Source: an optimization exercise on an open RTL-to-GDS flow (aim: small area, a short achievable clock period and few clock cycles per item). Production flows keep margins and buffers that such runs may drop.
Only simulation tests tie the RTL to the original design; equivalence was not proved.
Power is estimated from default activity; no workload was simulated.

Setup of rev 12:
==> flow/design.v <==
package rv_exec_pkg;
    localparam logic [6:0] OPC_OP    = 7'b0110011;
    localparam logic [6:0] OPC_OPIMM = 7'b0010011;
    localparam logic [2:0] F3_ADD  = 3'b000;
    localparam logic [2:0] F3_SLL  = 3'b001;
    localparam logic [2:0] F3_SLT  = 3'b010;
    localparam logic [2:0] F3_SLTU = 3'b011;
    localparam logic [2:0] F3_XOR  = 3'b100;
    localparam logic [2:0] F3_SR   = 3'b101;
    localparam logic [2:0] F3_OR   = 3'b110;
    localparam logic [2:0] F3_AND  = 3'b111;
endpackage
module rv_regfile #(
    parameter int unsigned XLEN  = 32,
    parameter int unsigned NREGS = 32
) (
    input  logic             clk,
    input  logic             reset_n,
    input  logic [NREGS-1:1] rsel1,
    input  logic [NREGS-1:1] rsel2,
    output logic [XLEN-1:0]  rdata1,
    output logic [XLEN-1:0]  rdata2,
    input  logic             vwe,
    input  logic [4:0]       vaddr,
    output logic [NREGS-1:1] vld_nxt,
    input  logic             we,
    input  logic [4:0]       waddr,
    input  logic [XLEN-1:0]  wdata_n     
);
    logic [NREGS-1:1]           vld;
    logic [NREGS-1:1][XLEN-1:0] regs_n;
    for (genvar i = 1; i < int'(NREGS); i++) begin : g_reg
        assign vld_nxt[i] = vld[i] || (vwe && vaddr == 5'(i));
        always_ff @(posedge clk or negedge reset_n) begin
            if (!reset_n) vld[i] <= 1'b0;
            else          vld[i] <= vld_nxt[i];
        end
        always_ff @(posedge clk) begin
            if (we && waddr == 5'(i)) regs_n[i] <= wdata_n;
        end
    end
    always_comb begin
        rdata1 = '0;
        rdata2 = '0;
        for (int i = 1; i < int'(NREGS); i++) begin
            if (rsel1[i]) rdata1 = rdata1 | ~regs_n[i];
            if (rsel2[i]) rdata2 = rdata2 | ~regs_n[i];
        end
    end
endmodule
module rv_exec_core #(
    parameter int unsigned XLEN  = 32,
    parameter int unsigned NREGS = 32,
    parameter int unsigned CNT_W = 32
) (
    input  logic             clk,
    input  logic             reset_n,
    input  logic             instr_valid,
    input  logic [31:0]      instr,
    output logic             instr_ready,
    output logic             result_valid,
    output logic [XLEN-1:0]  result,
    output logic [4:0]       result_rd,
    output logic             illegal,
    output logic [CNT_W-1:0] retired
);
    logic             id_v;
    logic [31:0]      id_ir;
    logic [NREGS-1:1] id_sel1, id_sel2;
    logic             id_fa, id_fb, id_ba, id_bb;
    logic             id_wr;              
    logic             ex_wr;              
    logic [4:0]       ex_rd;
    logic [NREGS-1:1] vld_nxt;            
    assign instr_ready = 1'b1;
    always_ff @(posedge clk or negedge reset_n) begin
        if (!reset_n) begin
            id_v  <= 1'b0;
            id_sel1 <= '0;
            id_sel2 <= '0;
            id_fa <= 1'b0;
            id_fb <= 1'b0;
            id_ba <= 1'b0;
            id_bb <= 1'b0;
        end else begin
            id_v  <= instr_valid;
            id_fa <= id_wr && instr[19:15] == id_ir[11:7];
            id_fb <= id_wr && instr[24:20] == id_ir[11:7] && instr[6:0] != rv_exec_pkg::OPC_OPIMM;
            id_ba <= ex_wr && instr[19:15] == ex_rd;
            id_bb <= ex_wr && instr[24:20] == ex_rd;
            for (int i = 1; i < int'(NREGS); i++) begin
                id_sel1[i] <= vld_nxt[i] && instr[19:15] == 5'(i);
                id_sel2[i] <= vld_nxt[i] && instr[24:20] == 5'(i);
            end
        end
    end
    always_ff @(posedge clk) id_ir <= instr;
    logic [6:0] opc, f7;
    logic [2:0] f3;
    logic [4:0] rd;
    logic       is_op, is_imm, ill;
    logic [XLEN-1:0] rf_r1, rf_r2, rs1_val, rs2_val, imm_ext;
    assign opc = id_ir[6:0];
    assign rd  = id_ir[11:7];
    assign f3  = id_ir[14:12];
    assign f7  = id_ir[31:25];
    assign imm_ext = {{(XLEN-12){id_ir[31]}}, id_ir[31:20]};
    assign is_op  = (opc == rv_exec_pkg::OPC_OP);
    assign is_imm = (opc == rv_exec_pkg::OPC_OPIMM);
    always_comb begin
        ill = 1'b1;
        if (is_op) begin
            ill = !(f7 == 7'h00 ||
                    (f7 == 7'h20 && (f3 == rv_exec_pkg::F3_ADD || f3 == rv_exec_pkg::F3_SR)));
        end else if (is_imm) begin
            if (f3 == rv_exec_pkg::F3_SLL)     ill = (f7 != 7'h00);
            else if (f3 == rv_exec_pkg::F3_SR) ill = !(f7 == 7'h00 || f7 == 7'h20);
            else                               ill = 1'b0;
        end
    end
    assign id_wr = id_v && !ill && rd != 5'd0;
    logic [4:0]      wb_rd;              
    logic [XLEN-1:0] wb_res, wb_res_n;   
    assign wb_res = ~wb_res_n;
    logic            wb_we;
    assign wb_we = wb_rd != 5'd0;
    rv_regfile #(.XLEN(XLEN), .NREGS(NREGS)) u_regfile (
        .clk     (clk),
        .reset_n (reset_n),
        .rsel1   (id_sel1),
        .rsel2   (id_sel2),
        .rdata1  (rf_r1),
        .rdata2  (rf_r2),
        .vwe     (ex_wr),
        .vaddr   (ex_rd),
        .vld_nxt (vld_nxt),
        .we      (wb_we),
        .waddr   (wb_rd),
        .wdata_n (wb_res_n)
    );
    assign rs1_val = id_ba ? wb_res : rf_r1;
    assign rs2_val = id_bb ? wb_res : rf_r2;
    logic            ex_v, ex_ill;
    logic [XLEN-1:0] ex_a;
    logic [XLEN-1:0] ex_b;               
    logic [4:0]      ex_sh;              
    logic            ex_sub;             
    logic            ex_sra;
    logic            s_add, s_sll, s_slt, s_sltu, s_xor, s_sr, s_or, s_and;
    logic            sub_d, shift_d, fwd_a, fwd_b;
    logic [XLEN-1:0] b_reg;
    assign ex_wr   = ex_v && !ex_ill && ex_rd != 5'd0;
    assign sub_d   = (is_op && f3 == rv_exec_pkg::F3_ADD && id_ir[30]) ||
                     f3 == rv_exec_pkg::F3_SLT || f3 == rv_exec_pkg::F3_SLTU;
    assign shift_d = f3 == rv_exec_pkg::F3_SLL || f3 == rv_exec_pkg::F3_SR;
    assign fwd_a   = id_fa;
    assign fwd_b   = id_fb;
    assign b_reg   = is_imm ? imm_ext : rs2_val;
    logic [XLEN-1:0] a, b, p, g, sll_r, sr_r, other;
    logic [XLEN-1:0] cy;                 
    logic [XLEN-1:0] alu0, alu1, alu;
    logic [XLEN-1:0] pg_g [6];
    logic [XLEN-1:0] pg_p [6];
    logic [4:0]      sh;
    logic            sum0;
    assign a  = ex_a;
    assign b  = ex_b;
    assign sh = ex_sh;
    assign p  = a ^ b;
    assign g  = a & b;
    always_comb begin
        pg_g[0] = g;
        pg_p[0] = p;
        pg_g[0][0] = g[0] | (p[0] & ex_sub);
        for (int l = 1; l < 6; l++) begin
            for (int i = 0; i < int'(XLEN); i++) begin
                if (i >= (1 << (l - 1))) begin
                    pg_g[l][i] = pg_g[l-1][i] | (pg_p[l-1][i] & pg_g[l-1][i - (1 << (l - 1))]);
                    pg_p[l][i] = pg_p[l-1][i] & pg_p[l-1][i - (1 << (l - 1))];
                end else begin
                    pg_g[l][i] = pg_g[l-1][i];
                    pg_p[l][i] = pg_p[l-1][i];
                end
            end
        end
    end
    assign cy    = {pg_g[5][XLEN-2:0], pg_g[5][XLEN-2]};
    assign sll_r = a << sh;
    assign sr_r  = XLEN'($signed({ex_sra & a[XLEN-1], a}) >>> sh);
    assign sum0  = p[0] ^ ex_sub;
    assign other   = ({XLEN{s_sll}} & sll_r) | ({XLEN{s_sr}} & sr_r)
                   | ({XLEN{s_xor}} & (a ^ b)) | ({XLEN{s_or}} & (a | b))
                   | ({XLEN{s_and}} & (a & b));
    always_comb begin
        alu0 = ({XLEN{s_add}} & p) | other;
        alu1 = ({XLEN{s_add}} & ~p) | other;
        alu0[0] = (s_add & sum0) | other[0] | (s_slt & (p[XLEN-1] | a[XLEN-1]))
                | (s_sltu & !g[XLEN-1]);
        alu1[0] = (s_add & sum0) | other[0] | (s_slt & !p[XLEN-1] & a[XLEN-1])
                | (s_sltu & !g[XLEN-1] & !p[XLEN-1]);
    end
    assign alu   = (cy & alu1)   | (~cy & alu0);
    logic [XLEN-1:0] na0, na1, nb0, nb1;
    logic [4:0]      ns0, ns1;
    assign na0 = fwd_a ? alu0 : rs1_val;
    assign na1 = fwd_a ? alu1 : rs1_val;
    assign nb0 = (fwd_b ? alu0 : b_reg) ^ {XLEN{sub_d}};
    assign nb1 = (fwd_b ? alu1 : b_reg) ^ {XLEN{sub_d}};
    assign ns0 = shift_d ? (fwd_b ? alu0[4:0] : b_reg[4:0]) : 5'd0;
    assign ns1 = shift_d ? (fwd_b ? alu1[4:0] : b_reg[4:0]) : 5'd0;
    always_ff @(posedge clk or negedge reset_n) begin
        if (!reset_n) ex_v <= 1'b0;
        else          ex_v <= id_v;
    end
    always_ff @(posedge clk) begin
        ex_ill <= ill;
        ex_rd  <= rd;
        ex_a   <= (cy & na1) | (~cy & na0);
        ex_b   <= (cy & nb1) | (~cy & nb0);
        ex_sh  <= (cy[4:0] & ns1) | (~cy[4:0] & ns0);
        ex_sub <= sub_d;
        ex_sra <= id_ir[30];
        s_add  <= !ill && f3 == rv_exec_pkg::F3_ADD;
        s_sll  <= !ill && f3 == rv_exec_pkg::F3_SLL;
        s_slt  <= !ill && f3 == rv_exec_pkg::F3_SLT;
        s_sltu <= !ill && f3 == rv_exec_pkg::F3_SLTU;
        s_xor  <= !ill && f3 == rv_exec_pkg::F3_XOR;
        s_sr   <= !ill && f3 == rv_exec_pkg::F3_SR;
        s_or   <= !ill && f3 == rv_exec_pkg::F3_OR;
        s_and  <= !ill && f3 == rv_exec_pkg::F3_AND;
    end
    logic wb_inc;
    always_ff @(posedge clk or negedge reset_n) begin
        if (!reset_n) begin
            result_valid <= 1'b0;
            illegal      <= 1'b0;
            wb_inc       <= 1'b0;
            wb_rd        <= '0;
        end else begin
            result_valid <= ex_v;
            illegal      <= ex_v && ex_ill;
            wb_inc       <= ex_v && !ex_ill;
            wb_rd        <= ex_wr ? ex_rd : 5'd0;
        end
    end
    always_ff @(posedge clk) begin
        result    <= alu;
        wb_res_n  <= ~alu;
        result_rd <= ex_rd;
    end
    always_ff @(posedge clk or negedge reset_n) begin
        if (!reset_n)    retired <= '0;
        else if (wb_inc) retired <= retired + CNT_W'(1);
    end
endmodule
Settings: LEC_CHECK=0, ABC_AREA=1, CAP_MARGIN=20, CORE_MARGIN=2, CORE_UTILIZATION=40, CTS_CLUSTER_DIAMETER=60, CTS_CLUSTER_SIZE=20, PLACE_DENSITY=0.55, SETUP_SLACK_MARGIN=4.3, SLEW_MARGIN=20, TNS_END_PERCENT=5; clock period 7.0 ns.
run.sh (not shown) runs the stock make flow with config.mk's settings and CLKGATE_MAP_FILE= SYNTH_SCRIPT=/design/flow/synth_recipe.tcl, a recipe that flattens the netlist after the stock synthesis.
Testbench counts of rev 12, summed over its fixed seeds: cycles 12,024, items 12,000.
Inputs modified between rev 12 and rev 13:
--- a/flow/design.v
+++ b/flow/design.v
@@ -13,14 +13,14 @@
 module rv_regfile #(
     parameter int unsigned XLEN  = 32,
     parameter int unsigned NREGS = 32
 ) (
     input  logic             clk,
     input  logic             reset_n,
-    input  logic [NREGS-1:1] rsel1,
-    input  logic [NREGS-1:1] rsel2,
+    input  logic [NREGS-1:1] rsel1_n,
+    input  logic [NREGS-1:1] rsel2_n,
     output logic [XLEN-1:0]  rdata1,
     output logic [XLEN-1:0]  rdata2,
     input  logic             vwe,
     input  logic [4:0]       vaddr,
     output logic [NREGS-1:1] vld_nxt,
     input  logic             we,
@@ -40,14 +40,14 @@
         end
     end
     always_comb begin
         rdata1 = '0;
         rdata2 = '0;
         for (int i = 1; i < int'(NREGS); i++) begin
-            if (rsel1[i]) rdata1 = rdata1 | ~regs_n[i];
-            if (rsel2[i]) rdata2 = rdata2 | ~regs_n[i];
+            if (!rsel1_n[i]) rdata1 = rdata1 | ~regs_n[i];
+            if (!rsel2_n[i]) rdata2 = rdata2 | ~regs_n[i];
         end
     end
 endmodule
 module rv_exec_core #(
     parameter int unsigned XLEN  = 32,
     parameter int unsigned NREGS = 32,
@@ -63,37 +63,37 @@
     output logic [4:0]       result_rd,
     output logic             illegal,
     output logic [CNT_W-1:0] retired
 );
     logic             id_v;
     logic [31:0]      id_ir;
-    logic [NREGS-1:1] id_sel1, id_sel2;
+    logic [NREGS-1:1] id_sel1_n, id_sel2_n;   
     logic             id_fa, id_fb, id_ba, id_bb;
     logic             id_wr;              
     logic             ex_wr;              
     logic [4:0]       ex_rd;
     logic [NREGS-1:1] vld_nxt;            
     assign instr_ready = 1'b1;
     always_ff @(posedge clk or negedge reset_n) begin
         if (!reset_n) begin
             id_v  <= 1'b0;
-            id_sel1 <= '0;
-            id_sel2 <= '0;
+            id_sel1_n <= '1;
+            id_sel2_n <= '1;
             id_fa <= 1'b0;
             id_fb <= 1'b0;
             id_ba <= 1'b0;
             id_bb <= 1'b0;
         end else begin
             id_v  <= instr_valid;
             id_fa <= id_wr && instr[19:15] == id_ir[11:7];
             id_fb <= id_wr && instr[24:20] == id_ir[11:7] && instr[6:0] != rv_exec_pkg::OPC_OPIMM;
             id_ba <= ex_wr && instr[19:15] == ex_rd;
             id_bb <= ex_wr && instr[24:20] == ex_rd;
             for (int i = 1; i < int'(NREGS); i++) begin
-                id_sel1[i] <= vld_nxt[i] && instr[19:15] == 5'(i);
-                id_sel2[i] <= vld_nxt[i] && instr[24:20] == 5'(i);
+                id_sel1_n[i] <= !(vld_nxt[i] && instr[19:15] == 5'(i));
+                id_sel2_n[i] <= !(vld_nxt[i] && instr[24:20] == 5'(i));
             end
         end
     end
     always_ff @(posedge clk) id_ir <= instr;
     logic [6:0] opc, f7;
     logic [2:0] f3;
@@ -124,14 +124,14 @@
     assign wb_res = ~wb_res_n;
     logic            wb_we;
     assign wb_we = wb_rd != 5'd0;
     rv_regfile #(.XLEN(XLEN), .NREGS(NREGS)) u_regfile (
         .clk     (clk),
         .reset_n (reset_n),
-        .rsel1   (id_sel1),
-        .rsel2   (id_sel2),
+        .rsel1_n (id_sel1_n),
+        .rsel2_n (id_sel2_n),
         .rdata1  (rf_r1),
         .rdata2  (rf_r2),
         .vwe     (ex_wr),
         .vaddr   (ex_rd),
         .vld_nxt (vld_nxt),
         .we      (wb_we),
- Rev 13 ran to completion and came out clean on the timing, design-rule and antenna checks.
- Rev 12 → rev 13: CTS buffer count went up about 4.7%, number of ordinary inverters in the final layout -47, critical path depth shows a reduction of 1.
- In rev 13 the clock buffer count turned out 3 lower than in rev 12.
- Setup slack: rev 13 less than rev 12
- Synthesized area, rev 12 and rev 13: smaller value in rev 12
- On non-clock buffer count: between rev 12 and rev 13, it ends up higher for rev 13.
- Rev 13 vs. rev 12: maximum fanout along the worst path fell by 6, post-synthesis adder-cell area fraction stayed essentially flat, proportion of power drawn by the clock network rose by 0.4 points.
Testbench counts of rev 13, summed over its fixed seeds: cycles 12,024, items 12,000.

==> re-timing with driven ports <==
Ports are ideal in the flow. The routed layouts listed here were re-timed in OpenROAD.
Step 1 assumes that a clkbuf_16 drives the clock port and a buf_2 every other input.
Step 2 moves the port delays by t, midway between the first and last clock arrival at a register: inputs arrive t later, outputs are due t later. That takes back most of the time a late clock gives input paths.
Three values: ideal ports, drivers, drivers and shift; two values: the first two.
| run | t, ns | setup slack, ns | latest minus earliest clock arrival (ns) | slew at the worst register clock pin (ns) | worst slew at a driven data input, ns |
|---|---|---|---|---|---|
| rev 12 | 0.837 | 4.089 / 4.089 / 3.412 | 0.050 / 0.050 | 0.09 / 0.09 | 0.05 |
| rev 13 | 0.855 | 4.054 / 4.054 / 3.688 | 0.057 / 0.057 | 0.09 / 0.09 | 0.06 |
After both steps setup and hold are still met in every run listed. For rev 12, which loses most, drivers alone change the setup slack by 0.000 ns; drivers and shift together by -0.677 ns.
